Background: an optimization exercise with open tools, aiming at small area, a short achievable clock period and few clock cycles. Do not read the settings as production practice.
At most, simulation tests tie the RTL to the original design; equivalence was not proved.
No activity file was given, so power comes from the tool's default toggle rates.

== the previous run ==
Design grid_cell_shape_membership_core, start of the top module:
module grid_cell_shape_membership_core
(
  input  logic                 clk,
  input  logic                 rst,
  input  logic                 cfg_valid,
  output logic                 cfg_ready,
  input  logic [gcsm_pkg::CFG_IDX_W-1:0] cfg_index,
  input  logic [gcsm_pkg::VALUE_W-1:0]   cfg_data,
  input  logic                 in_valid,
  output logic                 in_ready,
  input  logic [gcsm_pkg::COORD_W-1:0]   cell_x,
  input  logic [gcsm_pkg::COORD_W-1:0]   cell_y,
  output logic                 out_valid,
  input  logic                 out_ready,
  output logic [gcsm_pkg::COORD_W-1:0]   out_x,
  output logic [gcsm_pkg::COORD_W-1:0]   out_y,
  output logic [gcsm_pkg::MARK_W-1:0]    mark,
  output logic signed [gcsm_pkg::VALUE_W-1:0] write_value,
  output logic                 shape_fits
);
Size: ~1,700 cells after synthesis, ~100 I/O pins.
clock: 7.0 ns
lec_check: 0
cap_margin: 20
core_margin: 2
core_utilization: 40
setup_slack_margin: 3.7
slew_margin: 20
run.sh (not shown) runs the stock make flow with config.mk's settings and CLKGATE_MAP_FILE= SYNTH_SCRIPT=/design/flow/synth_recipe.tcl, a recipe that flattens the netlist after the stock synthesis.
[inputs] the current run vs the previous run
--- a/flow/design.v
+++ b/flow/design.v
@@ -28,44 +28,45 @@
   output logic                 in_ready,
   input  logic [gcsm_pkg::COORD_W-1:0]   cell_x,
   input  logic [gcsm_pkg::COORD_W-1:0]   cell_y,
   output logic                 out_valid,
   input  logic                 out_ready,
   output logic [gcsm_pkg::COORD_W-1:0]   out_x,
   output logic [gcsm_pkg::COORD_W-1:0]   out_y,
   output logic [gcsm_pkg::MARK_W-1:0]    mark,
   output logic signed [gcsm_pkg::VALUE_W-1:0] write_value,
   output logic                 shape_fits
 );
-  function automatic logic gt16(input logic [15:0] a, input logic [15:0] b);
-    logic [15:0] g, e;
-    g = a & ~b;
-    e = ~(a ^ b);
-    for (int s = 1; s < 16; s = s * 2)
-      for (int i = 0; i + s < 16; i = i + 2 * s) begin
-        g[i] = g[i + s] | (e[i + s] & g[i]);
-        e[i] = e[i + s] & e[i];
-      end
-    gt16 = g[0];
-  endfunction
   function automatic logic le6(input logic [5:0] a, input logic [5:0] b);
-    le6 = !gt16({10'd0, a}, {10'd0, b});
+    logic r;
+    r = 1'b1;
+    for (int i = 0; i < 6; i++) r = (!a[i] && b[i]) || ((!a[i] || b[i]) && r);
+    le6 = r;
   endfunction
   function automatic logic lt6(input logic [5:0] a, input logic [5:0] b);
-    lt6 = gt16({10'd0, b}, {10'd0, a});
+    logic r;
+    r = 1'b0;
+    for (int i = 0; i < 6; i++) r = (!a[i] && b[i]) || ((!a[i] || b[i]) && r);
+    lt6 = r;
   endfunction
   function automatic logic le7(input logic [6:0] a, input logic [6:0] b);
-    le7 = !gt16({9'd0, a}, {9'd0, b});
+    logic r;
+    r = 1'b1;
+    for (int i = 0; i < 7; i++) r = (!a[i] && b[i]) || ((!a[i] || b[i]) && r);
+    le7 = r;
   endfunction
   function automatic logic le13(input logic [12:0] a, input logic [12:0] b);
-    le13 = !gt16({3'd0, a}, {3'd0, b});
+    logic r;
+    r = 1'b1;
+    for (int i = 0; i < 13; i++) r = (!a[i] && b[i]) || ((!a[i] || b[i]) && r);
+    le13 = r;
   endfunction
   function automatic logic [6:0] radd6(input logic [5:0] a, input logic [5:0] b,
                                        input logic ci);
     logic c;
     c = ci;
     for (int i = 0; i < 6; i++) begin
       radd6[i] = a[i] ^ b[i] ^ c;
       c = (a[i] & b[i]) | (a[i] & c) | (b[i] & c);
     end
     radd6[6] = c;
   endfunction
@@ -101,35 +102,36 @@
     is_n     = shape_kind == KIND_HALF_N;
     is_s     = shape_kind == KIND_HALF_S;
     is_e     = shape_kind == KIND_HALF_E;
     is_w     = shape_kind == KIND_HALF_W;
     is_inacc = shape_kind == KIND_INACCESS;
     is_circ  = (shape_kind[3] == 1'b0 && shape_kind[2:0] <= 3'd4) || is_inacc;
     is_rect  = shape_kind == KIND_RECT;
     is_tri   = shape_kind == KIND_TRIANGLE;
     is_ell   = shape_kind == KIND_ELLIPSE;
     is_rt    = is_rect || is_tri;
     ry        = is_ell ? reg_d : reg_c;
-    a_plus_cx = {1'b0, reg_a} + {1'b0, (is_w ? 6'd0 : reg_c)};
-    b_plus_ry = {1'b0, reg_b} + {1'b0, (is_s ? 6'd0 : ry)};
+    a_plus_cx = radd6(reg_a, (is_w ? 6'd0 : reg_c), 1'b0);
+    b_plus_ry = radd6(reg_b, (is_s ? 6'd0 : ry), 1'b0);
     fx1 = is_e || le6(reg_c, reg_a);
     fx2 = le7(a_plus_cx, {1'b0, grid_x_last});
     fy1 = is_n || le6(ry, reg_b);
     fy2 = le7(b_plus_ry, {1'b0, grid_y_last});
+    frt = le6(reg_a, grid_x_last) && le6(reg_b, grid_x_last) &&
+          le6(reg_c, grid_y_last) && le6(reg_d, grid_y_last);
     a_lt_b = lt6(reg_a, reg_b);
     c_lt_d = lt6(reg_c, reg_d);
     xlo    = a_lt_b ? reg_a : reg_b;
     xhi    = a_lt_b ? reg_b : reg_a;
     ylo    = c_lt_d ? reg_c : reg_d;
     yhi    = c_lt_d ? reg_d : reg_c;
-    frt    = le6(xhi, grid_x_last) && le6(yhi, grid_y_last);
     a_plus_b = radd6(reg_a, reg_b, 1'b0);
     cxn = is_rt ? a_plus_b[COORD_W:1] : reg_a;
     cyn = is_rt ? reg_d : reg_b;
     k1n = is_ell ? reg_d : is_tri ? yhi - ylo : 6'd1;
     k2n = is_ell ? reg_c : is_tri ? xhi - xlo : 6'd1;
     if (is_ell)      shape_ok = (reg_c != '0) && (reg_d != '0);
     else if (is_tri) shape_ok = (reg_a != reg_b) && (reg_c != reg_d);
     else             shape_ok = is_circ || is_rect;
   end
   logic       fx1_q, fx2_q, fy1_q, fy2_q, frt_q, fits_q;
   logic [5:0] k1, k2, cx, cy;
@@ -158,35 +160,27 @@
       v3        <= 1'b0;
       out_valid <= 1'b0;
     end else if (adv) begin
       v1        <= fire;
       v2        <= v1;
       v3        <= v2;
       out_valid <= v3;
     end
   end
   logic [COORD_W:0]   dxs, dys;
   logic [COORD_W-1:0] dxm, dym;
-  function automatic logic [5:0] mag6(input logic [6:0] d);
-    logic any;
-    any = 1'b0;
-    for (int i = 0; i < 6; i++) begin
-      mag6[i] = d[i] ^ (d[6] & any);
-      any = any | d[i];
-    end
-  endfunction
   always_comb begin
     dxs = {1'b0, cell_x} - {1'b0, cx};
     dys = {1'b0, cell_y} - {1'b0, cy};
-    dxm = mag6(dxs);
-    dym = mag6(dys);
+    dxm = dxs[COORD_W] ? -dxs[COORD_W-1:0] : dxs[COORD_W-1:0];
+    dym = dys[COORD_W] ? -dys[COORD_W-1:0] : dys[COORD_W-1:0];
   end
   logic [COORD_W-1:0] x1, y1, ux, uy;
   logic               sx, sy, zx, zy;
   always_ff @(posedge clk) begin
     if (adv) begin
       x1 <= cell_x;
       y1 <= cell_y;
       ux <= fire ? dxm : reg_c;
       uy <= fire ? dym : '0;
       sx <= fire && dxs[COORD_W];
       sy <= fire && dys[COORD_W];
Results
Comparing the current run and the previous run, the higher number of DRC markers in iteration 0 is on the previous run.
The run showing the smaller count of filler cells inserted in the layout is the current run.
[compare] base=the previous run new=the current run: final period utilization fell 1.7 points, combinational power share decreased by 2.3 points relative to the old numbers.
Highest metal layer with signal wires: met4 -> the current run, met5 -> the previous run
Cmp the current run vs the previous run: die area lower in the current run
A worst-path cell with the longest stage delay of fa_2 is what the current run shows, while edfxtp_1 belongs to the previous run.
The current run does better than the previous run on netlist area before placement.
Sequential share of layout area (the current run over the previous run): increase, 0.77 points
Testbench counts of the current run, summed over its fixed seeds: cycles 14,784.
The RTL of the previous run was laid out without a check of its function.

-- separate check: timing with driven ports --
In the flow no input, the clock included, has a driving cell. The finished layouts below were timed again as built, in two steps.
Step 1: set_driving_cell puts a clkbuf_16 on clk and a buf_2 on each other input, an assumption about the parent block.
Step 2, shift: input delay + t, output delay - t, t = (earliest + latest rising clock arrival at the registers) / 2. This alone moves slack from input paths to output paths.
Three values: ideal, step 1, step 2; two values: the first two.
| run | t (ns) | slack for setup (ns) | hold WS [ns] | worst setup path at the end | clock arrival spread, ns |
|---|---|---|---|---|---|
| the previous run | 0.628 | 3.501 / 3.501 / 3.191 | 0.419 / 0.419 / 0.419 | input to register | 0.024 / 0.024 |
| the current run | 0.631 | 3.622 / 3.610 / 3.203 | 0.417 / 0.417 / 0.417 | input to register | 0.031 / 0.031 |
After both steps setup and hold are still met in every run listed. The setup slack of the current run, which loses most, moves by -0.012 ns with the drivers and by -0.419 ns with both steps.
